From an optimization exercise on the open Yosys and OpenROAD flow, aimed at small area, a short achievable clock period and few clock cycles per item; shortcuts taken in it are not production practice.
The RTL was checked by simulation tests, not by an equivalence proof against the original design.

### design/flow/config.mk
export PLATFORM = sky130hd
export DESIGN_NAME = postfix_expression_evaluator
export DESIGN_NICKNAME = postfix_expression_evaluator
export VERILOG_FILES = /design/flow/design.v
export SDC_FILE = /design/flow/constraint.sdc
export NUM_CORES = 4
export LEC_CHECK = 0
export ABC_CLOCK_PERIOD_IN_PS = 3000
export CAP_MARGIN = 20
export CORE_MARGIN = 2
export CORE_UTILIZATION = 55
export SETUP_SLACK_MARGIN = 5
export SLEW_MARGIN = 20
### design/flow/constraint.sdc
create_clock -name core_clock -period 10.0 [get_ports {clk}]
set_input_delay 2.0000 -clock core_clock [delete_from_list [all_inputs] [get_ports {clk}]]
set_output_delay 2.0000 -clock core_clock [all_outputs]
set_load 0.01 [all_outputs]
### design/flow/design.v
`default_nettype none
package pee_pkg;
	localparam int DEFAULT_STACK_DEPTH = 16;
	localparam int WORD_W = 32;
	localparam int SYM_W = 8;
	localparam logic [SYM_W-1:0] SYM_ZERO  = 8'h30;
	localparam logic [SYM_W-1:0] SYM_NINE  = 8'h39;
	localparam logic [SYM_W-1:0] SYM_PLUS  = 8'h2B;
	localparam logic [SYM_W-1:0] SYM_MINUS = 8'h2D;
	localparam logic [SYM_W-1:0] SYM_TIMES = 8'h2A;
	localparam logic [SYM_W-1:0] SYM_SLASH = 8'h2F;
endpackage
`default_nettype wire
`default_nettype none
module postfix_expression_evaluator #(
	parameter int STACK_DEPTH = pee_pkg::DEFAULT_STACK_DEPTH
) (
	input  wire logic        clk,
	input  wire logic        arst_n,
	input  wire logic        s_axis_tvalid,
	output logic             s_axis_tready,
	input  wire logic [7:0]  s_axis_tdata,    
	input  wire logic        s_axis_tlast,    
	output logic             m_axis_tvalid,
	input  wire logic        m_axis_tready,
	output logic [31:0]      m_axis_tdata,    
	output logic [1:0]       m_axis_tuser     
);
	localparam int MEM_N = STACK_DEPTH - 2;
	localparam int DEPTH_W = $clog2(STACK_DEPTH + 1);
	localparam int IDX_W = $clog2(MEM_N);
	localparam int W = pee_pkg::WORD_W;
	localparam int SYMB = 10;   
	logic h_v, s_v;
	logic [SYMB-1:0] h_q, s_q, in_dec;
	logic push, take;
	logic in_last, in_dig, in_add, in_sub, in_mul, in_div, in_oth, in_as;
	logic [3:0] in_val;
	assign in_dec = {s_axis_tlast,
		(s_axis_tdata >= pee_pkg::SYM_ZERO) && (s_axis_tdata <= pee_pkg::SYM_NINE),
		s_axis_tdata == pee_pkg::SYM_PLUS,
		s_axis_tdata == pee_pkg::SYM_MINUS,
		s_axis_tdata == pee_pkg::SYM_TIMES,
		s_axis_tdata == pee_pkg::SYM_SLASH,
		s_axis_tdata[3:0]};
	assign s_axis_tready = !s_v;
	assign push = s_axis_tvalid && !s_v;
	assign {in_last, in_dig, in_add, in_sub, in_mul, in_div, in_val} = h_q;
	assign in_oth = !(in_dig || in_add || in_sub || in_mul || in_div);
	assign in_as = in_add || in_sub;
	always_ff @(posedge clk or negedge arst_n) begin
		if (!arst_n) begin
			h_v <= 1'b0;
			s_v <= 1'b0;
		end else if (take) begin
			h_v <= s_v || push;
			s_v <= 1'b0;
		end else if (push) begin
			h_v <= 1'b1;
			s_v <= h_v;
		end
	end
	always_ff @(posedge clk) begin
		if (take) begin
			h_q <= s_v ? s_q : in_dec;
		end else if (push && !h_v) begin
			h_q <= in_dec;
		end
		if (push && h_v && !take) begin
			s_q <= in_dec;
		end
	end
	logic st_clear, st_idle, st_pop2, st_mul, st_divb, st_div1, st_div2, st_divf;
	logic [W-1:0] t_q, n_q, w_q;
	logic [W-1:0] mem [MEM_N];
	logic [DEPTH_W-1:0] d_q;
	logic [4:0] cnt_q;
	logic prev_q, neg_q, cur_last_q, dz_q, ov_q, outp_q;
	logic [W-1:0] popv;
	logic pop_ones;
	logic [DEPTH_W-1:0] d_binop, d_pop;
	logic full, ge2, ge3;
	logic [IDX_W-1:0] rd_idx, wr_idx;
	assign full = (d_q == DEPTH_W'(STACK_DEPTH));
	assign ge2 = (d_q >= DEPTH_W'(2));
	assign ge3 = (d_q >= DEPTH_W'(3));
	assign rd_idx = IDX_W'(d_q - DEPTH_W'(3));
	assign wr_idx = IDX_W'(d_q - DEPTH_W'(2));
	assign popv = mem[rd_idx] | {W{pop_ones}};
	assign d_binop = ge2 ? (d_q - DEPTH_W'(1)) : DEPTH_W'(1);
	assign d_pop = (d_q != '0) ? (d_q - DEPTH_W'(1)) : '0;
	logic b_one, b_two, b_neg, mul_done;
	assign b_one = t_q[0] ^ prev_q;
	assign b_two = (t_q[1] & !t_q[0] & !prev_q) | (!t_q[1] & t_q[0] & prev_q);
	assign b_neg = t_q[1] & !(t_q[0] & prev_q);
	assign mul_done = (&t_q[W-1:1]) || !(|t_q[W-1:1]);
	logic b_small, a_small, a_zero, div_fast;
	logic [4:0] mb, ma, q5;
	logic [5:0] sdiv6;
	assign b_small = (&n_q[W-1:4]) || !(|n_q[W-1:4]);
	assign a_small = (&t_q[W-1:4]) || !(|t_q[W-1:4]);
	assign a_zero = (t_q == '0);
	assign div_fast = a_zero || b_small;
	assign mb = n_q[4] ? (5'd0 - n_q[4:0]) : n_q[4:0];
	assign ma = t_q[4] ? (5'd0 - t_q[4:0]) : t_q[4:0];
	logic [9:0] sd_key;
	assign sd_key = {mb, ma};
	assign q5[0] = (sd_key == 10'd33)
		| (sd_key == 10'd66)
		| (sd_key == 10'd97)
		| (sd_key == 10'd98)
		| (sd_key == 10'd99)
		| (sd_key == 10'd131)
		| (sd_key == 10'd132)
		| (sd_key == 10'd161)
		| (sd_key == 10'd163)
		| (sd_key == 10'd164)
		| (sd_key == 10'd165)
		| (sd_key == 10'd194)
		| (sd_key == 10'd196)
		| (sd_key == 10'd197)
		| (sd_key == 10'd198)
		| (sd_key == 10'd225)
		| (sd_key == 10'd226)
		| (sd_key == 10'd228)
		| (sd_key == 10'd229)
		| (sd_key == 10'd230)
		| (sd_key == 10'd231)
		| (sd_key == 10'd261)
		| (sd_key == 10'd262)
		| (sd_key == 10'd263)
		| (sd_key == 10'd264)
		| (sd_key == 10'd289)
		| (sd_key == 10'd291)
		| (sd_key == 10'd293)
		| (sd_key == 10'd294)
		| (sd_key == 10'd295)
		| (sd_key == 10'd296)
		| (sd_key == 10'd297)
		| (sd_key == 10'd322)
		| (sd_key == 10'd323)
		| (sd_key == 10'd326)
		| (sd_key == 10'd327)
		| (sd_key == 10'd328)
		| (sd_key == 10'd329)
		| (sd_key == 10'd330)
		| (sd_key == 10'd353)
		| (sd_key == 10'd354)
		| (sd_key == 10'd355)
		| (sd_key == 10'd358)
		| (sd_key == 10'd359)
		| (sd_key == 10'd360)
		| (sd_key == 10'd361)
		| (sd_key == 10'd362)
		| (sd_key == 10'd363)
		| (sd_key == 10'd388)
		| (sd_key == 10'd391)
		| (sd_key == 10'd392)
		| (sd_key == 10'd393)
		| (sd_key == 10'd394)
		| (sd_key == 10'd395)
		| (sd_key == 10'd396)
		| (sd_key == 10'd417)
		| (sd_key == 10'd420)
		| (sd_key == 10'd423)
		| (sd_key == 10'd424)
		| (sd_key == 10'd425)
		| (sd_key == 10'd426)
		| (sd_key == 10'd427)
		| (sd_key == 10'd428)
		| (sd_key == 10'd429)
		| (sd_key == 10'd450)
		| (sd_key == 10'd452)
		| (sd_key == 10'd456)
		| (sd_key == 10'd457)
		| (sd_key == 10'd458)
		| (sd_key == 10'd459)
		| (sd_key == 10'd460)
		| (sd_key == 10'd461)
		| (sd_key == 10'd462)
		| (sd_key == 10'd481)
		| (sd_key == 10'd482)
		| (sd_key == 10'd483)
		| (sd_key == 10'd484)
		| (sd_key == 10'd485)
		| (sd_key == 10'd488)
		| (sd_key == 10'd489)
		| (sd_key == 10'd490)
		| (sd_key == 10'd491)
		| (sd_key == 10'd492)
		| (sd_key == 10'd493)
		| (sd_key == 10'd494)
		| (sd_key == 10'd495)
		| (sd_key == 10'd515)
		| (sd_key == 10'd517)
		| (sd_key == 10'd521)
		| (sd_key == 10'd522)
		| (sd_key == 10'd523)
		| (sd_key == 10'd524)
		| (sd_key == 10'd525)
		| (sd_key == 10'd526)
		| (sd_key == 10'd527)
		| (sd_key == 10'd528);
	assign q5[1] = (sd_key == 10'd65)
		| (sd_key == 10'd97)
		| (sd_key == 10'd130)
		| (sd_key == 10'd162)
		| (sd_key == 10'd193)
		| (sd_key == 10'd194)
		| (sd_key == 10'd195)
		| (sd_key == 10'd225)
		| (sd_key == 10'd226)
		| (sd_key == 10'd227)
		| (sd_key == 10'd259)
		| (sd_key == 10'd260)
		| (sd_key == 10'd291)
		| (sd_key == 10'd292)
		| (sd_key == 10'd321)
		| (sd_key == 10'd323)
		| (sd_key == 10'd324)
		| (sd_key == 10'd325)
		| (sd_key == 10'd353)
		| (sd_key == 10'd355)
		| (sd_key == 10'd356)
		| (sd_key == 10'd357)
		| (sd_key == 10'd386)
		| (sd_key == 10'd388)
		| (sd_key == 10'd389)
		| (sd_key == 10'd390)
		| (sd_key == 10'd418)
		| (sd_key == 10'd420)
		| (sd_key == 10'd421)
		| (sd_key == 10'd422)
		| (sd_key == 10'd449)
		| (sd_key == 10'd450)
		| (sd_key == 10'd452)
		| (sd_key == 10'd453)
		| (sd_key == 10'd454)
		| (sd_key == 10'd455)
		| (sd_key == 10'd481)
		| (sd_key == 10'd482)
		| (sd_key == 10'd484)
		| (sd_key == 10'd485)
		| (sd_key == 10'd486)
		| (sd_key == 10'd487)
		| (sd_key == 10'd517)
		| (sd_key == 10'd518)
		| (sd_key == 10'd519)
		| (sd_key == 10'd520);
	assign q5[2] = (sd_key == 10'd129)
		| (sd_key == 10'd161)
		| (sd_key == 10'd193)
		| (sd_key == 10'd225)
		| (sd_key == 10'd258)
		| (sd_key == 10'd290)
		| (sd_key == 10'd322)
		| (sd_key == 10'd354)
		| (sd_key == 10'd385)
		| (sd_key == 10'd386)
		| (sd_key == 10'd387)
		| (sd_key == 10'd417)
		| (sd_key == 10'd418)
		| (sd_key == 10'd419)
		| (sd_key == 10'd449)
		| (sd_key == 10'd450)
		| (sd_key == 10'd451)
		| (sd_key == 10'd481)
		| (sd_key == 10'd482)
		| (sd_key == 10'd483)
		| (sd_key == 10'd515)
		| (sd_key == 10'd516);
	assign q5[3] = (sd_key == 10'd257)
		| (sd_key == 10'd289)
		| (sd_key == 10'd321)
		| (sd_key == 10'd353)
		| (sd_key == 10'd385)
		| (sd_key == 10'd417)
		| (sd_key == 10'd449)
		| (sd_key == 10'd481)
		| (sd_key == 10'd514);
	assign q5[4] = (sd_key == 10'd513);
	assign sdiv6 = !a_small ? 6'd0 : (n_q[W-1] ^ t_q[W-1]) ? (6'd0 - {1'b0, q5}) : {1'b0, q5};
	logic xs_n, xs_w, ys_t, ys_n, ys_n2, inv;
	logic [W-1:0] x_op, y_op, sum;
	logic cout;
	assign xs_n = st_idle && in_as;
	assign xs_w = st_mul || st_div1 || st_div2;
	assign ys_t = (st_idle && in_as) || st_divb || st_divf;
	assign ys_n = (st_idle && ((in_mul && t_q[0]) || in_div)) || (st_mul && b_one) || st_div2;
	assign ys_n2 = (st_idle && in_mul && t_q[1] && !t_q[0]) || (st_mul && b_two) || st_div1;
	assign inv = (st_idle && (in_sub || (in_mul && t_q[1]) || (in_div && n_q[W-1])))
		|| (st_mul && b_neg) || (st_divb && t_q[W-1]) || st_div1 || st_div2 || (st_divf && neg_q);
	assign x_op = ({W{xs_n}} & n_q) | ({W{xs_w}} & w_q);
	assign y_op = ({W{ys_t}} & t_q) | ({W{ys_n}} & n_q) | ({W{ys_n2}} & {n_q[W-2:0], 1'b0});
	assign {cout, sum} = {1'b0, x_op} + {1'b0, y_op ^ {W{inv}}} + {{W{1'b0}}, inv};
	logic pend, go, taken, p_dig, g_dig, g_push, g_bin, g_mstep, g_dslow, g_oth;
	logic m_fin, m_step, d_ok, en, fin, last_now, clr;
	assign pend = st_idle && outp_q;
	assign go = st_idle && h_v && !outp_q;
	assign taken = outp_q && m_axis_tready;
	assign p_dig = pend && h_v && in_dig;
	assign take = go || (p_dig && m_axis_tready);
	assign g_dig = go && in_dig;
	assign g_push = g_dig && !full;
	assign g_mstep = go && in_mul && !mul_done;
	assign g_dslow = go && in_div && !div_fast;
	assign g_oth = go && in_oth;
	assign g_bin = go && (in_as || (in_mul && mul_done) || (in_div && div_fast));
	assign m_fin = st_mul && mul_done;
	assign m_step = st_mul && !mul_done;
	assign d_ok = !n_q[W-1] && cout;
	assign clr = st_clear || (pend && !p_dig);
	assign en = !pend || m_axis_tready;
	assign fin = p_dig || g_dig || g_bin || st_pop2 || m_fin || st_divf;
	assign last_now = st_idle ? in_last : cur_last_q;
	logic ts_sum, ts_n, ts_sh, ts_q, ts_sm, ts_hold;
	logic ns_t, ns_pop, ns_sum, ns_l2, ns_l1, ns_r1, ns_hold;
	logic w_en;
	logic [5:0] s6;
	assign ts_sum = (go && (in_as || (in_mul && mul_done))) || m_fin || st_divf;
	assign ts_n = g_oth || st_pop2;
	assign ts_sh = g_mstep || m_step;
	assign ts_q = st_div2;
	assign ts_sm = clr || p_dig || g_push || (go && in_div && div_fast) || st_divb;
	assign ts_hold = !(ts_sum || ts_n || ts_sh || ts_q || ts_sm);
	assign s6 = clr ? 6'h3F : (st_idle && in_dig) ? {2'b00, in_val} : (st_idle && in_div) ? sdiv6 : 6'd0;
	assign ns_t = g_push;
	assign ns_pop = clr || p_dig || g_bin || g_oth || st_pop2 || m_fin || st_divf;
	assign ns_sum = st_divb;
	assign ns_l2 = g_mstep || m_step;
	assign ns_l1 = st_div1 && d_ok;
	assign ns_r1 = st_div2;
	assign ns_hold = !(ns_t || ns_pop || ns_sum || ns_l2 || ns_l1 || ns_r1);
	assign pop_ones = !ge3 || clr || p_dig;
	assign w_en = g_mstep || m_step || g_dslow || (st_div2 && cout);
	logic [DEPTH_W-1:0] d_d;
	always_comb begin
		d_d = d_q;
		if (clr) begin
			d_d = '0;
		end else if (p_dig) begin
			d_d = DEPTH_W'(1);
		end else if (g_push) begin
			d_d = d_q + DEPTH_W'(1);
		end else if (g_bin || m_fin || st_divf) begin
			d_d = d_binop;
		end else if (g_oth || st_pop2) begin
			d_d = d_pop;
		end
	end
	always_ff @(posedge clk or negedge arst_n) begin
		if (!arst_n) begin
			st_clear <= 1'b1;
			st_idle <= 1'b0;
			st_pop2 <= 1'b0;
			st_mul <= 1'b0;
			st_divb <= 1'b0;
			st_div1 <= 1'b0;
			st_div2 <= 1'b0;
			st_divf <= 1'b0;
			d_q <= '0;
			dz_q <= 1'b0;
			ov_q <= 1'b0;
			outp_q <= 1'b0;
		end else begin
			st_clear <= 1'b0;
			st_idle <= st_clear || (st_idle && !(g_mstep || g_dslow || g_oth)) || st_pop2 || m_fin || st_divf;
			st_pop2 <= g_oth;
			st_mul <= g_mstep || m_step;
			st_divb <= g_dslow;
			st_div1 <= st_divb || (st_div1 && d_ok);
			st_div2 <= (st_div1 && !d_ok) || (st_div2 && (cnt_q != 5'd1));
			st_divf <= st_div2 && (cnt_q == 5'd1);
			if (en) begin
				d_q <= d_d;
			end
			if (st_clear || taken) begin
				dz_q <= 1'b0;
				ov_q <= 1'b0;
			end else begin
				dz_q <= dz_q || (go && in_div && a_zero);
				ov_q <= ov_q || (g_dig && full);
			end
			if (fin && last_now && en) begin
				outp_q <= 1'b1;
			end else if (m_axis_tready) begin
				outp_q <= 1'b0;
			end
		end
	end
	always_ff @(posedge clk) begin
		if (en) begin
			t_q <= ({W{ts_sum}} & sum)
				| ({W{ts_n}} & n_q)
				| ({W{ts_sh}} & {{2{t_q[W-1]}}, t_q[W-1:2]})
				| ({W{ts_q}} & {t_q[W-2:0], cout})
				| ({W{ts_sm}} & {{(W-6){s6[5]}}, s6})
				| ({W{ts_hold}} & t_q);
			n_q <= ({W{ns_t}} & t_q)
				| ({W{ns_pop}} & popv)
				| ({W{ns_sum}} & sum)
				| ({W{ns_l2}} & {n_q[W-3:0], 2'b00})
				| ({W{ns_l1}} & {n_q[W-2:0], 1'b0})
				| ({W{ns_r1}} & {1'b0, n_q[W-1:1]})
				| ({W{ns_hold}} & n_q);
		end
		if (w_en) begin
			w_q <= sum;
		end
		if (st_divb) begin
			cnt_q <= '0;
		end else if (st_div1) begin
			cnt_q <= cnt_q + 5'd1;
		end else if (st_div2) begin
			cnt_q <= cnt_q - 5'd1;
		end
		if (g_mstep || m_step) begin
			prev_q <= t_q[1];
		end
		if (g_dslow) begin
			neg_q <= t_q[W-1] ^ n_q[W-1];
		end
		if (take) begin
			cur_last_q <= in_last;
		end
		if (g_push && ge2) begin
			mem[wr_idx] <= n_q;
		end
	end
	assign m_axis_tvalid = outp_q;
	assign m_axis_tdata = t_q;
	assign m_axis_tuser = {ov_q, dz_q};
endmodule
`default_nettype wire
### design/flow/run.sh
#!/bin/bash
# synth_recipe.tcl (not shown) runs the flow's synth.tcl, then flattens the netlist and writes it again
# the make line also repeats each setting of config.mk as NAME=value (left out here)
make -C /OpenROAD-flow-scripts/flow DESIGN_CONFIG=/design/flow/config.mk WORK_HOME=/design/flow/orfs CLKGATE_MAP_FILE= SYNTH_SCRIPT=/design/flow/synth_recipe.tcl finish
==> out/metrics.csv, run 1 <==
stage,metric,value,unit
sta,worst setup slack after layout,5100,ps
placement,Post-DP HPWL,52500,µm
layout,Final #Nets,2269,
routing,Iter 0 DRT Violations,3124,
layout,Multi-input gate area,11500,µm²
worst_setup_path,"Top cell by count, worst path",buf_12,
clocking,clock root buffer,clkbuf_16,
routing,WL/cell,30.0,µm
floorplan,Core ar.,52800,µm²
sta,TNS Setup,0,ps
floorplan,die area,55500,µm²
routing,DRC viols,0,
synthesis,Syn Area/Cell,13.6,µm²
layout,FF+latch area,17600,µm²
floorplan,row cnt,84,
synthesis,#FFs+latches synth,590,
worst_setup_path,Worst EP arrival,5270,ps
routing,number of vias in the routed layout,20900,
sta,Worst Tran Pin Value,1120,ps
synthesis,synth cell count leaders,"edfxtp_1 (567), nand2_1 (181), clkbuf_1 (145), mux4_2 (118), nor2_1 (114)",
global_routing,first-pass GRT wire length,130000,µm
worst_setup_path,WS Path Type,register to register,
synthesis,most common cell in the synthesized netlist,edfxtp_1,
synthesis,post-synthesis net count,2235,
sta,unrepaired setup endpoints after global routing,yes,
synthesis,"Async S/R FF share, synth",0.0305,
synthesis,Area contributors post-synth,"edfxtp_1 (58%), mux4_2 (9.0%), a222oi_1 (3.1%), nand2_1 (2.3%), ha_1 (2.1%)",
synthesis,mapped cell area,29500,µm²
worst_setup_path,Setup crit end kind,register,
clocking,Bufs on Longest Clock Path,3,
layout,synth-to-layout area growth,14.6,%
placement,pre-CTS setup slack,4280,ps
sta,skew final,17.9,ps
worst_setup_path,crit-path cells,"buf_12, ha_4, a221o_1, o21bai_4, buf_12, a222oi_1, xnor2_1, ha_2, a21o_1, a311oi_2, a21oi_2, a31oi_2, nor3b_4, a211oi_2, buf_4, or2_4, buf_12, a221o_1",
clocking,CTS tree,built,
routing,Antenna Violating Nets Remaining,0,
sta,final-report setup violation count,0,
worst_setup_path,startpoint class of the critical path,register,
worst_setup_path,flop2flop setup slack,5100,ps
sta,min Tclk post-route,4900,ps
global_routing,antenna violations before repair,1,
status,status,no timing/DRC/antenna violations,
worst_setup_path,"Max FO, Critical Path",8,
global_routing,largest net degree at the start of global routing,65,
clocking,CTS Buf Count,60,
synthesis,top-area cell type share of the netlist area,0.577,
worst_setup_path,"slowest stage delay, CP",450,ps
sta,final hold vios,0,
clocking,hold_buf cts,0,
min_path,Hold Crit Class,register to register,
synthesis,register area share after synthesis,0.596,
synthesis,ys flop type,edfxtp_1,
synthesis,Synth area leader,edfxtp_1,
clocking,"Clk Latency, worst-skew pair",630,ps
clocking,Num Clock Sinks,590,
routing,final WL,88400,µm
synthesis,Cells after Synth,2172,
placement,Port Buffers,48,
layout,Ant. Diodes,0,
floorplan,Initial Utilization,0.559,
run,Max-Cap Viols,0,
layout,Filler cells,3864,
worst_setup_path,CP max-delay cell,edfxtp_1,
synthesis,Netlist cell types,88,
clocking,H-tree Lvls,2,
global_routing,vias in the first global route,20100,
global_routing,grt ovf,0,
sta,Final Max Tran Viols,0,
synthesis,number of flops mapped to enable cells by yosys,567,
sta,Slew HR,0.250,
floorplan,Die W,236,µm
worst_setup_path,Required @ worst endpoint,10380,ps
placement,GPL Wtd Cong,0.942,
sta,final worst-path cycle share,0.490,
floorplan,chip height,236,µm
sta,Fmax achieved,0.204,GHz
synthesis,total of warnings raised by yosys,1,
floorplan,IO Pins,49,
routing,drt first pass iters,9,
routing,vias per std cell,7.09,
layout,layout cells sized above 1,0.201,
global_routing,GRT Util Overall,0.311,
clocking,clock slew at reported path FFs,60,ps
routing by layer:
metal	vias up	global-route usage	routed length, µm	share of wire
met4	0	0.128	3830	0.043
met1	10500	0.433	34700	0.39
met3	252	0.0463	8060	0.091
met5	-	0	0	0
li1	8853	-	-	-
met2	1268	0.495	41800	0.47
timing repair:
action	CTS	global route
resized for setup	30	50
endpoints found under the setup margin	81	97
buffers inserted	8	22
pin swaps	9	29
gates cloned	2	8
worst max-delay path, delay by kind of cell (launching register included):
family / cells / cell delay (ps)
adders and majority gates: 2 / 560
xor gates and xnor gates: 1 / 170
AOI/OAI and AO/OA: 9 / 2150
DFF: 1 / 450
and+or+nand+nor: 2 / 610
buffers and inverters: 4 / 680
registers in the layout (all words and copies together), names as in the netlist, 5 cells and up:
| register | cells |
|---|---|
| n_q | 32 |
| w_q | 32 |
| h_q | 10 |
| cnt_q | 5 |
| s_q | 10 |
| d_q | 5 |
| t_q | 32 |
| mem | 448 |
cell families after synthesis:
logic type | share of synthesized area
adders and majority gates | 0.0215
AOI/OAI and AO/OA | 0.127
xor gates and xnor gates | 0.0235
DFF | 0.596
buffers and inverters | 0.0306
and+or+nand+nor | 0.0910
muxes | 0.111
other | 0.000127
layout by cell type, fill, tap and decap left out, types with 8 or more instances in the layout:
| master | instances |
|---|---|
| edfxtp_1 | 567 |
| nand2_1 | 177 |
| mux4_2 | 118 |
| nor2_1 | 106 |
| a222oi_1 | 91 |
| buf_4 | 85 |
| o21ai_0 | 78 |
| a21oi_1 | 69 |
| clkbuf_16 | 68 |
| nand3_1 | 56 |
| xnor2_1 | 55 |
| nand4_1 | 48 |
| clkdlybuf4s50_1 | 47 |
| inv_1 | 44 |
| mux2_2 | 38 |
| ha_1 | 37 |
| a22o_1 | 34 |
| nor3_1 | 28 |
| a31oi_1 | 27 |
| nor4_1 | 25 |
| and3_1 | 23 |
| a211oi_1 | 22 |
| xor2_1 | 18 |
| mux2i_1 | 18 |
| o211ai_1 | 17 |
| nand2b_1 | 16 |
| clkbuf_1 | 13 |
| dfrtp_1 | 13 |
| a21o_1 | 12 |
| bufinv_16 | 10 |
| clkinv_1 | 10 |
| a21boi_0 | 9 |
| ha_2 | 9 |
| o21a_1 | 8 |
| a221oi_1 | 8 |
| or2_2 | 8 |
| buf_12 | 8 |
area by class of cell:
class,count,share of cell area
clock buffers,73,0.0459
inverters,46,0.00533
clock inverters,38,0.0149
repair buffers,155,0.0466
well taps,688,0.0255
multi-input cells,1353,0.341
flip-flops and latches,590,0.520
stage by stage:
stage	hold WS [ps]	utilization	cell area, µm²	instances
finish	490	0.641	33800	2943
CTS	494	0.628	33100	2912
global route	498	0.641	33800	2943
detailed placement	465	0.585	30900	2791
floorplan	426	-	29600	2172
global placement	481	0.585	30800	2791
worst paths after layout:
| check | cells after the start | to | startpoint |
|---|---|---|---|
| max in group asynchronous | 1 | d_q[0]$_DFFE_PN0P_ | arst_n |
| worst min-delay path | 1 | ov_q$_DFF_PN0_ | ov_q$_DFF_PN0_ |
| worst min register to register | 1 | ov_q$_DFF_PN0_ | ov_q$_DFF_PN0_ |
| worst max-delay path | 18 | n_q[31]$_DFFE_PP_ | t_q[0]$_DFFE_PP_ |
| min in group asynchronous | 1 | st_div1$_DFF_PN0_ | arst_n |
| worst max register to register | 18 | n_q[31]$_DFFE_PP_ | t_q[0]$_DFFE_PP_ |
Testbench counts, summed over its fixed seeds: cycles 20,242, items 1,920.
==> run 2: changes to the inputs <==
--- a/design/flow/design.v
+++ b/design/flow/design.v
@@ -62,8 +62,6 @@
 	end
+	logic [SYMB-1:0] h_nx;
+	assign h_nx = take ? (s_v ? s_q : in_dec) : (h_v ? h_q : in_dec);
 	always_ff @(posedge clk) begin
-		if (take) begin
-			h_q <= s_v ? s_q : in_dec;
-		end else if (push && !h_v) begin
-			h_q <= in_dec;
-		end
+		h_q <= h_nx;
 		if (push && h_v && !take) begin
@@ -72,3 +70,3 @@
 	end
-	logic st_clear, st_idle, st_pop2, st_mul, st_divb, st_div1, st_div2, st_divf;
+	logic st_clear, st_idle, st_pop2, st_mul, st_divb, st_divc, st_div1, st_div2, st_divf;
 	logic [W-1:0] t_q, n_q, w_q;
@@ -77,3 +75,3 @@
 	logic [4:0] cnt_q;
-	logic prev_q, neg_q, cur_last_q, dz_q, ov_q, outp_q;
+	logic neg_q, cur_last_q, dz_q, ov_q, outp_q;
 	logic [W-1:0] popv;
@@ -91,6 +89,3 @@
 	assign d_pop = (d_q != '0) ? (d_q - DEPTH_W'(1)) : '0;
-	logic b_one, b_two, b_neg, mul_done;
-	assign b_one = t_q[0] ^ prev_q;
-	assign b_two = (t_q[1] & !t_q[0] & !prev_q) | (!t_q[1] & t_q[0] & prev_q);
-	assign b_neg = t_q[1] & !(t_q[0] & prev_q);
+	logic mul_done;
 	assign mul_done = (&t_q[W-1:1]) || !(|t_q[W-1:1]);
@@ -285,9 +280,2 @@
 	logic cout;
-	assign xs_n = st_idle && in_as;
-	assign xs_w = st_mul || st_div1 || st_div2;
-	assign ys_t = (st_idle && in_as) || st_divb || st_divf;
-	assign ys_n = (st_idle && ((in_mul && t_q[0]) || in_div)) || (st_mul && b_one) || st_div2;
-	assign ys_n2 = (st_idle && in_mul && t_q[1] && !t_q[0]) || (st_mul && b_two) || st_div1;
-	assign inv = (st_idle && (in_sub || (in_mul && t_q[1]) || (in_div && n_q[W-1])))
-		|| (st_mul && b_neg) || (st_divb && t_q[W-1]) || st_div1 || st_div2 || (st_divf && neg_q);
 	assign x_op = ({W{xs_n}} & n_q) | ({W{xs_w}} & w_q);
@@ -316,6 +304,6 @@
 	logic ts_sum, ts_n, ts_sh, ts_q, ts_sm, ts_hold;
-	logic ns_t, ns_pop, ns_sum, ns_l2, ns_l1, ns_r1, ns_hold;
+	logic ns_t, ns_pop, ns_l2, ns_l1, ns_r1, ns_hold;
 	logic w_en;
 	logic [5:0] s6;
-	assign ts_sum = (go && (in_as || (in_mul && mul_done))) || m_fin || st_divf;
+	assign ts_sum = (go && (in_as || (in_mul && mul_done))) || m_fin || st_divb || st_divf;
 	assign ts_n = g_oth || st_pop2;
@@ -323,14 +311,52 @@
 	assign ts_q = st_div2;
-	assign ts_sm = clr || p_dig || g_push || (go && in_div && div_fast) || st_divb;
+	assign ts_sm = clr || p_dig || g_push || (go && in_div && div_fast) || st_divc;
 	assign ts_hold = !(ts_sum || ts_n || ts_sh || ts_q || ts_sm);
 	assign s6 = clr ? 6'h3F : (st_idle && in_dig) ? {2'b00, in_val} : (st_idle && in_div) ? sdiv6 : 6'd0;
-	assign ns_t = g_push;
+	assign ns_t = g_push || st_divc;
 	assign ns_pop = clr || p_dig || g_bin || g_oth || st_pop2 || m_fin || st_divf;
-	assign ns_sum = st_divb;
-	assign ns_l2 = g_mstep || m_step;
-	assign ns_l1 = st_div1 && d_ok;
+		assign ns_l2 = g_mstep || m_step;
+	assign ns_l1 = st_div1 && !n_q[W-1];
 	assign ns_r1 = st_div2;
-	assign ns_hold = !(ns_t || ns_pop || ns_sum || ns_l2 || ns_l1 || ns_r1);
+	assign ns_hold = !(ns_t || ns_pop || ns_l2 || ns_l1 || ns_r1);
 	assign pop_ones = !ge3 || clr || p_dig;
 	assign w_en = g_mstep || m_step || g_dslow || (st_div2 && cout);
+	logic nst_idle, nst_pop2, nst_mul, nst_divb, nst_divc, nst_div1, nst_div2, nst_divf;
+	assign nst_idle = st_clear || (st_idle && !(g_mstep || g_dslow || g_oth)) || st_pop2 || m_fin || st_divf;
+	assign nst_pop2 = g_oth;
+	assign nst_mul = g_mstep || m_step;
+	assign nst_divb = g_dslow;
+	assign nst_divc = st_divb;
+	assign nst_div1 = st_divc || (st_div1 && d_ok);
+	assign nst_div2 = (st_div1 && !d_ok) || (st_div2 && (cnt_q != 5'd0));
+	assign nst_divf = st_div2 && (cnt_q == 5'd0);
+	logic [W-1:0] t_d, n_d, t_nx, n_nx;
+	assign t_d = ({W{ts_sum}} & sum)
+		| ({W{ts_n}} & n_q)
+		| ({W{ts_sh}} & {{2{t_q[W-1]}}, t_q[W-1:2]})
+		| ({W{ts_q}} & {t_q[W-2:0], cout})
+		| ({W{ts_sm}} & {{(W-6){s6[5]}}, s6})
+		| ({W{ts_hold}} & t_q);
+	assign n_d = ({W{ns_t}} & t_q)
+		| ({W{ns_pop}} & popv)
+		| ({W{ns_l2}} & {n_q[W-3:0], 2'b00})
+		| ({W{ns_l1}} & {n_q[W-2:0], 1'b0})
+		| ({W{ns_r1}} & {1'b0, n_q[W-1:1]})
+		| ({W{ns_hold}} & n_q);
+	assign t_nx = en ? t_d : t_q;
+	assign n_nx = en ? n_d : n_q;
+	logic nh_add, nh_sub, nh_mul, nh_div, nh_as;
+	assign {nh_add, nh_sub, nh_mul, nh_div} = h_nx[7:4];
+	assign nh_as = nh_add || nh_sub;
+	always_ff @(posedge clk) begin
+		xs_n <= nst_idle && nh_as;
+		xs_w <= nst_mul || nst_div1 || nst_div2;
+		ys_t <= (nst_idle && nh_as) || nst_divb || nst_divf;
+		ys_n <= (nst_idle && ((nh_mul && t_nx[0]) || nh_div)) || (nst_mul && (t_q[2] ^ t_q[1])) || nst_div2;
+		ys_n2 <= (nst_idle && nh_mul && t_nx[1] && !t_nx[0])
+			|| (nst_mul && ((t_q[3] && !t_q[2] && !t_q[1]) || (!t_q[3] && t_q[2] && t_q[1])))
+			|| nst_div1;
+		inv <= (nst_idle && (nh_sub || (nh_mul && t_nx[1]) || (nh_div && n_nx[W-1])))
+			|| (nst_mul && t_q[3] && !(t_q[2] && t_q[1]))
+			|| (nst_divb && t_q[W-1]) || nst_div1 || nst_div2 || (nst_divf && neg_q);
+	end
 	logic [DEPTH_W-1:0] d_d;
@@ -357,2 +383,3 @@
 			st_divb <= 1'b0;
+			st_divc <= 1'b0;
 			st_div1 <= 1'b0;
@@ -366,9 +393,10 @@
 			st_clear <= 1'b0;
-			st_idle <= st_clear || (st_idle && !(g_mstep || g_dslow || g_oth)) || st_pop2 || m_fin || st_divf;
-			st_pop2 <= g_oth;
-			st_mul <= g_mstep || m_step;
-			st_divb <= g_dslow;
-			st_div1 <= st_divb || (st_div1 && d_ok);
-			st_div2 <= (st_div1 && !d_ok) || (st_div2 && (cnt_q != 5'd1));
-			st_divf <= st_div2 && (cnt_q == 5'd1);
+			st_idle <= nst_idle;
+			st_pop2 <= nst_pop2;
+			st_mul <= nst_mul;
+			st_divb <= nst_divb;
+			st_divc <= nst_divc;
+			st_div1 <= nst_div1;
+			st_div2 <= nst_div2;
+			st_divf <= nst_divf;
 			if (en) begin
@@ -391,17 +419,4 @@
 	always_ff @(posedge clk) begin
-		if (en) begin
-			t_q <= ({W{ts_sum}} & sum)
-				| ({W{ts_n}} & n_q)
-				| ({W{ts_sh}} & {{2{t_q[W-1]}}, t_q[W-1:2]})
-				| ({W{ts_q}} & {t_q[W-2:0], cout})
-				| ({W{ts_sm}} & {{(W-6){s6[5]}}, s6})
-				| ({W{ts_hold}} & t_q);
-			n_q <= ({W{ns_t}} & t_q)
-				| ({W{ns_pop}} & popv)
-				| ({W{ns_sum}} & sum)
-				| ({W{ns_l2}} & {n_q[W-3:0], 2'b00})
-				| ({W{ns_l1}} & {n_q[W-2:0], 1'b0})
-				| ({W{ns_r1}} & {1'b0, n_q[W-1:1]})
-				| ({W{ns_hold}} & n_q);
-		end
+		t_q <= t_nx;
+		n_q <= n_nx;
 		if (w_en) begin
@@ -409,5 +424,5 @@
 		end
-		if (st_divb) begin
+		if (st_divc) begin
 			cnt_q <= '0;
-		end else if (st_div1) begin
+		end else if (st_div1 && !n_q[W-1]) begin
 			cnt_q <= cnt_q + 5'd1;
@@ -416,5 +431,2 @@
 		end
-		if (g_mstep || m_step) begin
-			prev_q <= t_q[1];
-		end
 		if (g_dslow) begin
--- a/design/flow/config.mk
+++ b/design/flow/config.mk
@@ -8,3 +8,3 @@
 export ABC_CLOCK_PERIOD_IN_PS = 3000
-export CAP_MARGIN = 20
+export CAP_MARGIN = 35
 export CORE_MARGIN = 2
@@ -12,2 +12,2 @@
 export SETUP_SLACK_MARGIN = 5
-export SLEW_MARGIN = 20
+export SLEW_MARGIN = 35
==> run 2 against run 1 <==
Still clean. Sequential cell count increased by 6. Die area decreased by 2.0%. Worst setup slack improved by 160 ps. Sequential share of layout area increased by 2.2 points. Maximum frequency increased by 3.5%. Largest cell class unchanged. Highest routed layer unchanged.
==> out/metrics.csv, run 2 <==
stage,metric,value,unit
status,status,no timing/DRC/antenna violations,
clocking,CTS Buf Count,60,
worst_setup_path,crit path buf inv count,2,
sta,skew final,23.3,ps
floorplan,die area,54400,µm²
global_routing,GRT Util Overall,0.295,
worst_setup_path,WS Path Type,register to register,
clocking,Num Clock Sinks,596,
sta,min Tclk post-route,4730,ps
clocking,clock slew at reported path FFs,60,ps
routing,WL/cell,28.5,µm
synthesis,mux cell area share after synthesis,0.115,
worst_setup_path,"slowest stage delay, CP",860,ps
synthesis,total of warnings raised by yosys,1,
synthesis,Synth Area in Compound Gates,0.115,
synthesis,main combinational cell family by area after synthesis,multiplexers,
layout,Final #Nets,2114,
synthesis,synth cell count leaders,"edfxtp_1 (559), nand2_1 (196), clkbuf_1 (129), mux4_2 (128), a222oi_1 (91)",
global_routing,grt ovf,0,
worst_setup_path,startpoint class of the critical path,register,
run,Max-Cap Viols,0,
sta,unrepaired setup endpoints after global routing,no,
placement,Post-DP HPWL,45800,µm
synthesis,#FFs+latches synth,596,
global_routing,vias in the first global route,18700,
routing,final WL,79400,µm
synthesis,Post-Synth XOR/XNOR Area,0.0245,
layout,"commonest non-fill, non-tap cell in the layout",edfxtp_1,
synthesis,Area contributors post-synth,"edfxtp_1 (58%), mux4_2 (10%), a222oi_1 (3.2%), nand2_1 (2.5%), ha_1 (2.1%)",
global_routing,largest net degree at the start of global routing,59,
layout,max reg flops,448,
min_path,Hold Crit Class,register to register,
synthesis,most common cell in the synthesized netlist,edfxtp_1,
floorplan,chip height,233,µm
worst_setup_path,Worst EP arrival,5230,ps
synthesis,Synth area leader,edfxtp_1,
floorplan,row cnt,84,
layout,Ant. Diodes,0,
clocking,hold_buf cts,0,
clocking,Bufs on Longest Clock Path,3,
worst_setup_path,CP max-delay cell,edfxtp_1,
synthesis,ys flop type,edfxtp_1,
sta,Fmax achieved,0.211,GHz
clocking,clock root buffer,clkbuf_16,
worst_setup_path,Required @ worst endpoint,10500,ps
routing,DRC viols,0,
sta,Final Max Tran Viols,0,
placement,pre-CTS setup slack,4920,ps
floorplan,IO Pins,49,
sta,Worst Tran Pin Value,950,ps
sta,Slew HR,0.366,
clocking,"Clk Latency, worst-skew pair",640,ps
synthesis,top-area cell type share of the netlist area,0.581,
worst_setup_path,"Top cell by count, worst path",buf_4,
placement,GPL Wtd Cong,0.895,
sta,final worst-path cycle share,0.473,
synthesis,post-synthesis adder-cell area fraction,0.0222,
worst_setup_path,Top delay family on crit path,simple AND/OR/NAND/NOR gates,
synthesis,"Async S/R FF share, synth",0.0319,
sta,worst setup slack after layout,5270,ps
placement,Port Buffers,48,
clocking,CTS tree,built,
sta,final-report setup violation count,0,
sta,TNS Setup,0,ps
layout,Filler cells,3882,
layout,layout cells sized above 1,0.173,
synthesis,Netlist cell types,91,
synthesis,mapped cell area,28900,µm²
routing,vias per std cell,6.86,
worst_setup_path,crit-path cells,"buf_4, nand4_1, or4_1, nor4_1, o311ai_1, nand2_1, or3_1, buf_4, nor4_2, o21ai_0, a21boi_0, or4b_1",
floorplan,Initial Utilization,0.553,
floorplan,Die W,233,µm
sta,final hold vios,0,
worst_setup_path,Setup crit end kind,register,
layout,Final Util,0.622,
synthesis,register area share after synthesis,0.610,
global_routing,antenna violations before repair,1,
synthesis,post-synthesis net count,2103,
layout,most frequent cells in the layout,"edfxtp_1 (559), nand2_1 (195), mux4_2 (128), a222oi_1 (91), o21ai_0 (83)",
clocking,H-tree Lvls,2,
routing,Antenna Violating Nets Remaining,0,
routing,number of vias in the routed layout,19200,
routing,drt first pass iters,14,
layout,synth-to-layout area growth,12.4,%
global_routing,first-pass GRT wire length,119000,µm
synthesis,Syn Area/Cell,14.2,µm²
synthesis,Post-Synth Simple-Gate Area,0.0846,
layout,most flop-heavy register,mem,
floorplan,Core ar.,52200,µm²
routing,Iter 0 DRT Violations,2592,
synthesis,Cells after Synth,2040,
synthesis,number of flops mapped to enable cells by yosys,559,
worst_setup_path,"Max FO, Critical Path",36,
-- run 2: cell count changes in the layout (fill, tap and decap cells not counted), sizes merged, moves of 12 or more --
cell and delta:
nand4 +22, and3 -18, nand2 +15, nor4 -13, dfxtp +13, a211oi -16
buf -35, mux2i -13, nor2 -44, a31oi -16, nand3 -18, a21o +12
-- run 2: routing by layer --
| layer | global-route usage | up-vias | routed length (µm) |
|---|---|---|---|
| met5 | 0 | - | 0 |
| met1 | 0.424 | 9818 | 33500 |
| li1 | - | 8294 | - |
| met4 | 0.0896 | 0 | 2310 |
| met2 | 0.473 | 894 | 37800 |
| met3 | 0.0381 | 154 | 5830 |
-- run 2: kinds of logic after synthesis --
group                    Yosys count
flip-flops                       596
other                              1
XOR/XNOR                          78
multiplexers                     168
buffers and inverters            211
AO/OA/AOI/OAI                    440
adder cells (fa/ha/maj)           50
AND/OR/NAND/NOR                  496
-- run 2: area by class of cell --
type                       count  area, µm²  area share
clock buffer                  71       1540      0.0475
clock inverter                43        553      0.0170
inverter                      48        180     0.00555
multi-input combinational   1233      10600       0.328
sequential                   596      17600       0.543
tap                          688        861      0.0265
timing repair buffer         112       1080      0.0331
-- run 2: through the flow --
step           cells  hold WS (ps)  area [µm²]
6_report        2791           404       32500
5_1_grt         2791           422       32500
4_1_cts         2775           389       32300
3_5_place_dp    2660           392       30200
3_3_place_gp    2658           380       30100
2_1_floorplan   2040           366       28900
-- run 2: worst paths after layout --
kind / start / to / slack, ps / depth (start not counted)
setup / recovery: n_q[4]$_DFFE_PN_ / inv$_DFF_P_ / 5270 / 12
hold / removal: st_divb$_DFF_PN0_ / st_divc$_DFF_PN0_ / 400 / 0
setup reg to reg: n_q[4]$_DFFE_PN_ / inv$_DFF_P_ / 5270 / 12
hold reg to reg: st_divb$_DFF_PN0_ / st_divc$_DFF_PN0_ / 400 / 0
max in group asynchronous: arst_n / d_q[0]$_DFFE_PN0P_ / 8230 / 1
min in group asynchronous: arst_n / st_divc$_DFF_PN0_ / 1350 / 1
-- run 2: what timing repair did --
item                       in CTS  in global routing
pin swaps                       0                  0
resized for setup               1                  5
setup endpoints to repair       1                  1
setup buffers                   1                  0
hold endpoints to repair        0                  0
Testbench counts of run 2, summed over its fixed seeds: cycles 20,462, items 1,920.
==> run 3: changes to the inputs <==
--- a/design/flow/design.v
+++ b/design/flow/design.v
@@ -331,11 +331,11 @@
 	assign nst_divf = st_div2 && (cnt_q == 5'd0);
-	logic [W-1:0] t_d, n_d, t_nx, n_nx;
-	assign t_d = ({W{ts_sum}} & sum)
-		| ({W{ts_n}} & n_q)
+	logic [W-1:0] t_oth, t_nx, n_nx;
+	assign t_oth = ({W{ts_n}} & n_q)
 		| ({W{ts_sh}} & {{2{t_q[W-1]}}, t_q[W-1:2]})
 		| ({W{ts_q}} & {t_q[W-2:0], cout})
-		| ({W{ts_sm}} & {{(W-6){s6[5]}}, s6})
-		| ({W{ts_hold}} & t_q);
-	assign n_d = ({W{ns_t}} & t_q)
-		| ({W{ns_pop}} & popv)
+		| ({W{ts_sm && en}} & {{(W-6){s6[5]}}, s6})
+		| ({W{ts_hold || !en}} & t_q);
+	assign t_nx = ts_sum ? sum : t_oth;
+	assign n_nx = ({W{ns_t}} & t_q)
+		| ({W{ns_pop && en}} & popv)
 		| ({W{ns_l2}} & {n_q[W-3:0], 2'b00})
@@ -343,5 +343,3 @@
 		| ({W{ns_r1}} & {1'b0, n_q[W-1:1]})
-		| ({W{ns_hold}} & n_q);
-	assign t_nx = en ? t_d : t_q;
-	assign n_nx = en ? n_d : n_q;
+		| ({W{ns_hold || !en}} & n_q);
 	logic nh_add, nh_sub, nh_mul, nh_div, nh_as;
==> design/flow/flow/run.sh (new file) <==
#!/bin/bash
set -euo pipefail
bash standard.sh SETUP_SLACK_MARGIN=7 finish > standard_flow.log 2>&1
==> design/flow/standard.sh (new file) <==
#!/bin/bash
# synth_recipe.tcl (not shown) runs the flow's synth.tcl, then flattens the netlist and writes it again
# the make line also repeats each setting of config.mk as NAME=value (left out here)
make -C /OpenROAD-flow-scripts/flow DESIGN_CONFIG=/design/flow/config.mk WORK_HOME=/design/flow/orfs CLKGATE_MAP_FILE= SYNTH_SCRIPT=/design/flow/synth_recipe.tcl "${@:-finish}"
--- a/design/flow/config.mk
+++ b/design/flow/config.mk
@@ -11,3 +11,2 @@
 export CORE_UTILIZATION = 55
-export SETUP_SLACK_MARGIN = 5
 export SLEW_MARGIN = 35
removed: design/flow/run.sh
==> run 3 against run 2 <==
Still clean. Synthesized cell count down 0.69%. Core utilization up 7.2 points. Global-route usage up 1.8 points. Via count up 5.5%. Clock skew up 11 ps. Die area down 1.6%. Worst setup slack better by 800 ps. Non-clock buffer count up 218. Cell count up 6.8%. Maximum frequency up 20%.
==> out/metrics.csv, run 3 <==
stage,metric,value,unit
status,status,no timing/DRC/antenna violations,
floorplan,row cnt,83,
sta,worst setup slack after layout,6070,ps
synthesis,Syn Area/Cell,14.0,µm²
synthesis,#FFs+latches synth,596,
min_path,Hold Crit Class,register to register,
layout,"commonest non-fill, non-tap cell in the layout",edfxtp_1,
synthesis,Synth area leader,edfxtp_1,
sta,min Tclk post-route,3930,ps
floorplan,Die W,231,µm
floorplan,die area,53500,µm²
placement,Port Buffers,48,
worst_setup_path,"slowest stage delay, CP",380,ps
synthesis,number of flops mapped to enable cells by yosys,498,
worst_setup_path,WS Path Type,register to register,
worst_setup_path,Required @ worst endpoint,10410,ps
worst_setup_path,"Max FO, Critical Path",7,
synthesis,total of warnings raised by yosys,1,
layout,Multi-input gate area,12100,µm²
worst_setup_path,startpoint class of the critical path,register,
run,Max-Cap Viols,0,
routing,Iter 0 DRT Violations,2653,
synthesis,Area contributors post-synth,"edfxtp_1 (53%), mux4_2 (10%), dfxtp_1 (5.6%), a222oi_1 (3.2%), ha_1 (2.1%)",
placement,Post-DP HPWL,45000,µm
layout,FF+latch area,17200,µm²
routing,DRC viols,0,
clocking,CTS Buf Count,60,
synthesis,post-synthesis net count,2089,
clocking,Num Clock Sinks,596,
worst_setup_path,FF-to-FF path depth,16,
layout,max reg flops,448,
layout,Final #Nets,2316,
worst_setup_path,Crit path depth,16,
sta,final worst-path cycle share,0.393,
sta,final-report setup violation count,0,
synthesis,top-area cell type share of the netlist area,0.526,
routing,number of vias in the routed layout,20200,
worst_setup_path,Worst Setup EP,w_q[28]$_DFFE_PP_,
global_routing,antenna violations before repair,2,
placement,pre-CTS setup slack,5290,ps
sta,skew final,34.5,ps
synthesis,register area share after synthesis,0.598,
worst_setup_path,Worst EP arrival,4340,ps
worst_setup_path,Setup crit start,ys_t$_DFF_P_,
layout,most frequent cells in the layout,"edfxtp_1 (498), buf_4 (196), nand2_1 (137), mux4_2 (128), a222oi_1 (92)",
routing,WL/cell,28.9,µm
sta,TNS Setup,0,ps
worst_setup_path,crit path buf inv count,4,
sta,final hold slack,460,ps
synthesis,mapped cell area,28400,µm²
layout,synth-to-layout area growth,25.0,%
sta,unrepaired setup endpoints after global routing,yes,
global_routing,largest net degree at the start of global routing,65,
worst_setup_path,reg2reg end,w_q[28]$_DFFE_PP_,
synthesis,Cells after Synth,2026,
sta,final hold vios,0,
clocking,"Clk Latency, worst-skew pair",640,ps
floorplan,IO Pins,49,
routing,drt first pass iters,12,
clocking,Bufs on Longest Clock Path,3,
global_routing,grt ovf,0,
routing,final WL,86100,µm
routing,Antenna Violating Nets Remaining,0,
routing,vias per std cell,6.78,
worst_setup_path,CP max-delay cell,fa_2,
clocking,clock root buffer,clkbuf_16,
layout,Filler cells,3450,
synthesis,Netlist cell types,85,
global_routing,first-pass GRT wire length,125000,µm
sta,Worst Tran Pin Value,933,ps
worst_setup_path,reg2reg start,ys_t$_DFF_P_,
worst_setup_path,Top delay family on crit path,compound AO/OA/AOI/OAI gates,
layout,Ant. Diodes,0,
synthesis,"Async S/R FF share, synth",0.0319,
layout,layout cells sized above 1,0.365,
global_routing,GRT Util Overall,0.313,
floorplan,Initial Utilization,0.555,
worst_setup_path,crit-path cells,"buf_4, clkbuf_16, a222oi_1, xnor2_1, fa_2, a21o_1, a221oi_4, o31ai_4, a21oi_2, o31a_1, o21ai_2, a31oi_4, o21bai_4, buf_6, a211o_4, buf_12",
sta,Fmax achieved,0.254,GHz
sta,Slew HR,0.375,
floorplan,chip height,231,µm
clocking,clock slew at reported path FFs,60,ps
synthesis,ys flop type,edfxtp_1,
floorplan,Core ar.,51200,µm²
worst_setup_path,Setup crit end kind,register,
layout,most flop-heavy register,mem,
worst_setup_path,flop2flop setup slack,6070,ps
clocking,H-tree Lvls,2,
global_routing,vias in the first global route,19400,
clocking,CTS tree,built,
synthesis,synth cell count leaders,"edfxtp_1 (498), nand2_1 (146), clkbuf_1 (133), mux4_2 (128), nor2_1 (100)",
placement,GPL Wtd Cong,0.912,
sta,Final Max Tran Viols,0,
synthesis,most common cell in the synthesized netlist,edfxtp_1,
[run 3: worst min path at each step]
stage	startpoint	endpoint	depth (start not counted)
finish	h_q[9]$_DFFE_PN_	cur_last_q$_DFFE_PN_	0
global placement	st_divb$_DFF_PN0_	st_divc$_DFF_PN0_	0
CTS	h_q[9]$_DFFE_PN_	cur_last_q$_DFFE_PN_	0
detailed placement	h_q[9]$_DFFE_PN_	cur_last_q$_DFFE_PN_	0
global route	st_divb$_DFF_PN0_	st_divc$_DFF_PN0_	0
floorplan	st_divb$_DFF_PN0_	st_divc$_DFF_PN0_	0
[run 3: per-stage QoR]
| stage | std cells | util | instance area (µm²) |
|---|---|---|---|
| 2_1_floorplan | 2026 | - | 29100 |
| 3_5_place_dp | 2632 | 0.584 | 29900 |
| 5_1_grt | 2981 | 0.694 | 35600 |
| 4_1_cts | 2889 | 0.663 | 33900 |
| 6_report | 2981 | 0.694 | 35600 |
| 3_3_place_gp | 2632 | 0.584 | 29900 |
[run 3: repair_timing]
item                                    CTS  global route
gates resized for setup                 367           185
setup buffers                           141            86
hold buffers                              0             0
endpoints found under the setup margin  633           447
pin swaps                                56           109
gates cloned                              6             6
[run 3: final cells by class]
| class | instances | area share |
|---|---|---|
| flip-flops and latches | 596 | 0.484 |
| multi-input cells | 1233 | 0.340 |
| repair buffers | 330 | 0.0947 |
| clock buffers | 73 | 0.0436 |
| well taps | 680 | 0.0239 |
| clock inverters | 37 | 0.00933 |
| inverters | 32 | 0.00433 |
[run 3: cells by family (layout without fill, tap and decap cells)]
logic type / after synthesis / count (layout) / synth area share
muxes: 169 / 169 / 0.117
DFF: 596 / 596 / 0.598
other: 1 / 1 / 0.000132
and+or+nand+nor: 456 / 458 / 0.0777
adders and majority gates: 50 / 50 / 0.0225
xor gates and xnor gates: 82 / 82 / 0.0259
buffers and inverters: 200 / 472 / 0.0287
AOI/OAI and AO/OA: 472 / 473 / 0.129
[run 3: worst reg2reg max path, cell delays in order (launching register included)]
cell	delay (ps)
dfxtp_4	360
buf_4	150
clkbuf_16	140
a222oi_1	360
xnor2_1	170
fa_2	380
a21o_1	210
a221oi_4	370
o31ai_4	120
a21oi_2	190
o31a_1	220
o21ai_2	110
a31oi_4	170
o21bai_4	110
buf_6	140
a211o_4	360
buf_12	160
[run 3: layer usage]
metal	GRT usage	wire, µm
met1	0.430	33800
met5	0	0
met2	0.527	42800
met4	0.0958	2830
met3	0.0390	6720
Testbench counts of run 3, summed over its fixed seeds: cycles 20,462, items 1,920.
==> run 4: changes to the inputs <==
--- a/design/flow/design.v
+++ b/design/flow/design.v
@@ -321,3 +321,3 @@
 	assign pop_ones = !ge3 || clr || p_dig;
-	assign w_en = g_mstep || m_step || g_dslow || (st_div2 && cout);
+	assign w_en = g_mstep || m_step || g_dslow || st_div2;
 	logic nst_idle, nst_pop2, nst_mul, nst_divb, nst_divc, nst_div1, nst_div2, nst_divf;
@@ -357,3 +357,3 @@
 			|| (nst_mul && t_q[3] && !(t_q[2] && t_q[1]))
-			|| (nst_divb && t_q[W-1]) || nst_div1 || nst_div2 || (nst_divf && neg_q);
+			|| (nst_divb && t_q[W-1]) || nst_div1 || (nst_div2 && (st_div1 || cout)) || (nst_divf && neg_q);
 	end
==> run 4 against run 3 <==
Routed wire length down 3.3%. Critical path depth down 2. Critical path type unchanged. Highest routed layer unchanged.
==> out/metrics.csv, run 4 <==
stage,metric,value,unit
status,status,no timing/DRC/antenna violations,
layout,layout cells sized above 1,0.347,
sta,Slew HR,0.306,
routing,DRC viols,0,
synthesis,"Async S/R FF share, synth",0.0319,
layout,Final Util,0.686,
sta,final worst-path cycle share,0.390,
sta,Worst Tran Pin Value,1030,ps
sta,final hold vios,0,
synthesis,top-area cell type share of the netlist area,0.526,
worst_setup_path,Required @ worst endpoint,10550,ps
synthesis,number of flops mapped to enable cells by yosys,498,
clocking,H-tree Lvls,2,
floorplan,chip height,231,µm
routing,Iter 0 DRT Violations,2905,
worst_setup_path,FF-to-FF path depth,14,
clocking,CTS tree,built,
layout,Final #Nets,2306,
worst_setup_path,Top delay family on crit path,compound AO/OA/AOI/OAI gates,
clocking,CTS Buf Count,61,
sta,TNS Setup,0,ps
sta,unrepaired setup endpoints after global routing,yes,
synthesis,Syn Area/Cell,13.9,µm²
sta,skew final,32.7,ps
clocking,"Clk Latency, worst-skew pair",640,ps
worst_setup_path,CP max-delay cell,dfxtp_4,
synthesis,Area contributors post-synth,"edfxtp_1 (53%), mux4_2 (10%), dfxtp_1 (5.6%), a222oi_1 (3.2%), ha_1 (2.1%)",
synthesis,ys flop type,edfxtp_1,
worst_setup_path,Worst Setup EP,t_q[30]$_DFF_P_,
synthesis,Netlist cell types,95,
floorplan,Core ar.,51200,µm²
synthesis,synth cell count leaders,"edfxtp_1 (498), nand2_1 (152), mux4_2 (128), nor2_1 (119), clkbuf_1 (117)",
worst_setup_path,Setup crit start,ys_t$_DFF_P_,
worst_setup_path,flop2flop setup slack,6100,ps
global_routing,GRT Util Overall,0.309,
layout,most frequent cells in the layout,"edfxtp_1 (498), buf_4 (146), nand2_1 (142), mux4_2 (128), buf_6 (98)",
clocking,clock root buffer,clkbuf_16,
synthesis,total of warnings raised by yosys,1,
global_routing,first-pass GRT wire length,124000,µm
layout,max reg flops,448,
min_path,Hold Crit Class,register to register,
clocking,Bufs on Longest Clock Path,3,
global_routing,vias in the first global route,19800,
worst_setup_path,WS Path Type,register to register,
clocking,hold_buf cts,0,
worst_setup_path,crit path buf inv count,1,
sta,min Tclk post-route,3900,ps
placement,Post-DP HPWL,44000,µm
synthesis,Synth area leader,edfxtp_1,
layout,Ant. Diodes,0,
sta,Final Max Tran Viols,0,
clocking,clock slew at reported path FFs,60,ps
routing,vias per std cell,6.77,
global_routing,largest net degree at the start of global routing,108,
routing,drt first pass iters,10,
synthesis,Cells after Synth,2048,
synthesis,most common cell in the synthesized netlist,edfxtp_1,
worst_setup_path,reg2reg end,t_q[30]$_DFF_P_,
synthesis,mapped cell area,28400,µm²
floorplan,IO Pins,49,
floorplan,die area,53500,µm²
global_routing,grt ovf,0,
layout,Filler cells,3501,
synthesis,register area share after synthesis,0.598,
worst_setup_path,"Max FO, Critical Path",8,
worst_setup_path,"slowest stage delay, CP",380,ps
worst_setup_path,crit-path cells,"buf_12, a222oi_1, xnor2_1, fa_2, a21o_1, a221o_1, a211oi_4, o21ai_4, a22o_4, o41a_1, a221oi_2, xnor2_1, nor2_1, a41oi_1",
clocking,Num Clock Sinks,596,
floorplan,Initial Utilization,0.555,
layout,"commonest non-fill, non-tap cell in the layout",edfxtp_1,
layout,Multi-input gate area,12000,µm²
sta,final hold slack,435,ps
layout,FF+latch area,17200,µm²
worst_setup_path,reg2reg start,ys_t$_DFF_P_,
routing,Antenna Violating Nets Remaining,0,
routing,number of vias in the routed layout,20100,
layout,most flop-heavy register,mem,
placement,Port Buffers,48,
floorplan,Die W,231,µm
sta,Fmax achieved,0.256,GHz
worst_setup_path,startpoint class of the critical path,register,
worst_setup_path,Worst EP arrival,4450,ps
routing,WL/cell,28.0,µm
placement,GPL Wtd Cong,0.941,
routing,final WL,83300,µm
run,Max-Cap Viols,0,
synthesis,post-synthesis net count,2111,
sta,final-report setup violation count,0,
floorplan,row cnt,83,
worst_setup_path,Crit path depth,14,
worst_setup_path,"Top cell by count, worst path",xnor2_1,
synthesis,#FFs+latches synth,596,
layout,synth-to-layout area growth,23.6,%
worst_setup_path,Setup crit end kind,register,
global_routing,antenna violations before repair,0,
-- run 4: stage by stage --
stage | setup WS [ps] | instances | area, µm²
detailed placement | 5440 | 2658 | 29800
finish | 6100 | 2972 | 35100
global route | 5940 | 2972 | 35100
CTS | 6160 | 2917 | 34000
floorplan | 6290 | 2048 | 28700
global placement | 5550 | 2657 | 29700
-- run 4: metal layers --
metal	track usage	vias up	wire (µm)
met3	0.0340	162	5820
met2	0.497	944	40000
li1	-	8683	-
met5	0	-	0
met4	0.114	0	2910
met1	0.438	10300	34600
-- run 4: worst min path at each step --
stage | from | to | cells past startpoint
4_1_cts | st_divb$_DFF_PN0_ | st_divc$_DFF_PN0_ | 0
5_1_grt | st_divb$_DFF_PN0_ | st_divc$_DFF_PN0_ | 0
3_5_place_dp | st_divb$_DFF_PN0_ | st_divc$_DFF_PN0_ | 0
6_report | st_divb$_DFF_PN0_ | st_divc$_DFF_PN0_ | 0
3_3_place_gp | st_divb$_DFF_PN0_ | st_divc$_DFF_PN0_ | 0
2_1_floorplan | st_divb$_DFF_PN0_ | st_divc$_DFF_PN0_ | 0
-- run 4: worst reg2reg max path, stage by stage (launching register included) --
cell and delay (ps):
dfxtp_4 380, buf_12 150, a222oi_1 380, xnor2_1 160, fa_2 370, a21o_1 200
a221o_1 380, a211oi_4 330, o21ai_4 100, a22o_4 240, o41a_1 370, a221oi_2 270
xnor2_1 210, nor2_1 90, a41oi_1 190
-- run 4: repair_timing --
action,CTS,global route
resized for setup,455,140
cloned,7,2
setup buffers,140,52
endpoints found under the setup margin,635,298
pin swaps,69,61
-- run 4: area by class of cell --
class | instances | area share
flip-flops and latches | 596 | 0.490
clock inverters | 38 | 0.0104
inverters | 39 | 0.00477
clock buffers | 74 | 0.0454
multi-input cells | 1256 | 0.342
repair buffers | 289 | 0.0829
well taps | 680 | 0.0242
-- run 4: logic make-up (layout without fill, tap and decap cells) --
family / count (synthesis) / after routing / synth area share
compound gates: 470 / 473 / 0.126
xor+xnor: 75 / 75 / 0.0234
fa+ha+maj: 50 / 50 / 0.0225
buf+inv: 199 / 440 / 0.0289
flops: 596 / 596 / 0.598
mux: 164 / 164 / 0.116
other cells: 1 / 1 / 0.000132
simple gates: 493 / 493 / 0.0852
Testbench counts of run 4, summed over its fixed seeds: cycles 20,462, items 1,920.
==> run 5: changes to the inputs <==
==> design/flow/flow/run.sh (replaced) <==
#!/bin/bash
set -euo pipefail
bash standard.sh SETUP_SLACK_MARGIN=6 finish > standard_flow.log 2>&1
==> run 5 against run 4 <==
Register-to-register slack worse by 70 ps. Non-clock buffer count fell by 152. Sequential share of layout area is 3.8 points higher. Critical path type unchanged. Critical endpoint unchanged. Highest routed layer unchanged.
==> out/metrics.csv, run 5 <==
stage,metric,value,unit
status,status,no timing/DRC/antenna violations,
synthesis,Syn Area/Cell,13.9,µm²
floorplan,IO Pins,49,
sta,final-report setup violation count,0,
synthesis,Synth area leader,edfxtp_1,
synthesis,synth cell count leaders,"edfxtp_1 (498), nand2_1 (152), mux4_2 (128), nor2_1 (119), clkbuf_1 (117)",
sta,Fmax achieved,0.252,GHz
layout,"commonest non-fill, non-tap cell in the layout",edfxtp_1,
run,Max-Cap Viols,0,
layout,synth-to-layout area growth,13.9,%
worst_setup_path,Required @ worst endpoint,10560,ps
sta,unrepaired setup endpoints after global routing,yes,
synthesis,post-synthesis net count,2111,
routing,Iter 0 DRT Violations,2488,
global_routing,largest net degree at the start of global routing,70,
sta,Final Max Tran Viols,0,
floorplan,Initial Utilization,0.555,
global_routing,GRT Util Overall,0.288,
layout,Ant. Diodes,0,
worst_setup_path,flop2flop setup slack,6020,ps
worst_setup_path,Worst EP arrival,4530,ps
clocking,clock root buffer,clkbuf_16,
synthesis,ys flop type,edfxtp_1,
layout,Final #Nets,2151,
sta,skew final,53.7,ps
global_routing,first-pass GRT wire length,116000,µm
placement,Post-DP HPWL,45400,µm
clocking,Bufs on Longest Clock Path,3,
worst_setup_path,WS Path Type,register to register,
synthesis,#FFs+latches synth,596,
synthesis,Cells after Synth,2048,
floorplan,Core ar.,51200,µm²
synthesis,register area share after synthesis,0.598,
clocking,Num Clock Sinks,596,
clocking,CTS tree,built,
global_routing,vias in the first global route,18800,
sta,TNS Setup,0,ps
placement,Port Buffers,48,
synthesis,Netlist cell types,95,
min_path,Hold Crit Class,register to register,
global_routing,grt ovf,0,
synthesis,top-area cell type share of the netlist area,0.526,
placement,GPL Wtd Cong,0.900,
sta,final hold vios,0,
floorplan,chip height,231,µm
clocking,CTS Buf Count,60,
clocking,clock slew at reported path FFs,60,ps
synthesis,mapped cell area,28400,µm²
sta,min Tclk post-route,3980,ps
clocking,"Clk Latency, worst-skew pair",640,ps
routing,number of vias in the routed layout,19200,
sta,final worst-path cycle share,0.398,
synthesis,Area contributors post-synth,"edfxtp_1 (53%), mux4_2 (10%), dfxtp_1 (5.6%), a222oi_1 (3.2%), ha_1 (2.1%)",
routing,Antenna Violating Nets Remaining,0,
worst_setup_path,"Max FO, Critical Path",7,
clocking,H-tree Lvls,2,
layout,most flop-heavy register,mem,
routing,final WL,77700,µm
floorplan,Die W,231,µm
worst_setup_path,startpoint class of the critical path,register,
floorplan,die area,53500,µm²
routing,WL/cell,27.6,µm
synthesis,number of flops mapped to enable cells by yosys,498,
==> run 5: cell counts after synthesis <==
No cell type changed its count.
==> run 5: worst paths after layout <==
path                                    from                 end  cells past startpoint
max                             ys_t$_DFF_P_     t_q[30]$_DFF_P_                     14
min in group asynchronous             arst_n  d_q[3]$_DFFE_PN0P_                      1
min                        st_divb$_DFF_PN0_   st_divc$_DFF_PN0_                      0
min reg2reg                st_divb$_DFF_PN0_   st_divc$_DFF_PN0_                      0
max reg2reg                     ys_t$_DFF_P_     t_q[30]$_DFF_P_                     14
max in group asynchronous             arst_n  d_q[0]$_DFFE_PN0P_                      1
==> run 5: layout make-up <==
type / instances / area (µm²)
fill: 3798 / 18800
sequential: 596 / 17100
multi-input combinational: 1254 / 11000
clock buffer: 78 / 1600
timing repair buffer: 137 / 1360
tap: 680 / 851
clock inverter: 35 / 317
inverter: 39 / 154
==> run 5: timing repair <==
item / CTS / global route
gates resized for setup: 45 / 47
pin swaps: 7 / 33
hold buffers: 0 / 0
setup endpoints to repair: 50 / 40
hold endpoints to repair: 0 / 0
setup buffers: 8 / 27
gates cloned: 1 / 4
==> run 5: per-layer routing <==
metal	up-vias	global-route usage	part of all wire
li1	8350	-	-
met1	9771	0.408	0.42
met2	922	0.473	0.48
met3	142	0.0306	0.077
met4	0	0.0867	0.026
met5	-	0	0
==> run 5: kinds of logic after synthesis <==
| kind of cell | after synthesis | synth area share |
|---|---|---|
| other cells | 1 | 0.000132 |
| simple gates | 493 | 0.0852 |
| buf+inv | 199 | 0.0289 |
| mux | 164 | 0.116 |
| flops | 596 | 0.598 |
| xor+xnor | 75 | 0.0234 |
| fa+ha+maj | 50 | 0.0225 |
| compound gates | 470 | 0.126 |
==> run 5: through the flow <==
step | utilization | instances | hold WS [ps] | area (µm²) | worst slack [ps]
after floorplan | - | 2048 | 369 | 28500 | 5740
after detailed placement | 0.580 | 2665 | 399 | 29700 | 5160
after CTS | 0.622 | 2787 | 413 | 31900 | 6000
after global placement | 0.579 | 2664 | 392 | 29700 | 5150
final | 0.632 | 2819 | 412 | 32400 | 6020
after global routing | 0.632 | 2819 | 420 | 32400 | 5860
==> run 5: worst max-delay path, stage by stage, from the launching register on <==
cell and delay (ps):
dfxtp_4 380, clkbuf_16 170, a222oi_1 370, xnor2_1 150, ha_1 390, and3_1 210, a221o_1 370, a211oi_4 350
o21ai_4 110, a22o_1 260, o41a_1 440, a221oi_2 280, xnor2_1 190, nor2_1 80, a41oi_1 190

[afterwards: timing with drivers on the ports]
No port has a modelled driver above. Below, the same layouts with a new extraction and two added sets of constraints.
Step 1 assumes that a clkbuf_16 drives the clock port and a buf_2 every other input.
Step 2, shift: input delay + t, output delay - t, t = (earliest + latest rising clock arrival at the registers) / 2. This alone moves slack from input paths to output paths.
Three values: ideal ports, drivers, drivers and shift; two values: the first two.
| run | shift t [ns] | slack for setup (ns) | slew at the worst register clock pin (ns) | cell pins on the clock port's net |
|---|---|---|---|---|
| run 1 | 0.689 | 5.102 / 5.102 / 5.102 | 0.07 / 0.07 | 1 |
| run 2 | 0.691 | 5.266 / 5.266 / 5.266 | 0.07 / 0.07 | 1 |
| run 3 | 0.687 | 6.066 / 6.066 / 5.941 | 0.07 / 0.07 | 1 |
| run 4 | 0.686 | 6.099 / 6.099 / 6.099 | 0.07 / 0.07 | 1 |
| run 5 | 0.674 | 6.025 / 6.021 / 5.417 | 0.07 / 0.07 | 1 |
After both steps setup and hold are still met in every run listed. For run 5, which loses most, drivers alone change the setup slack by -0.004 ns; drivers and shift together by -0.608 ns.
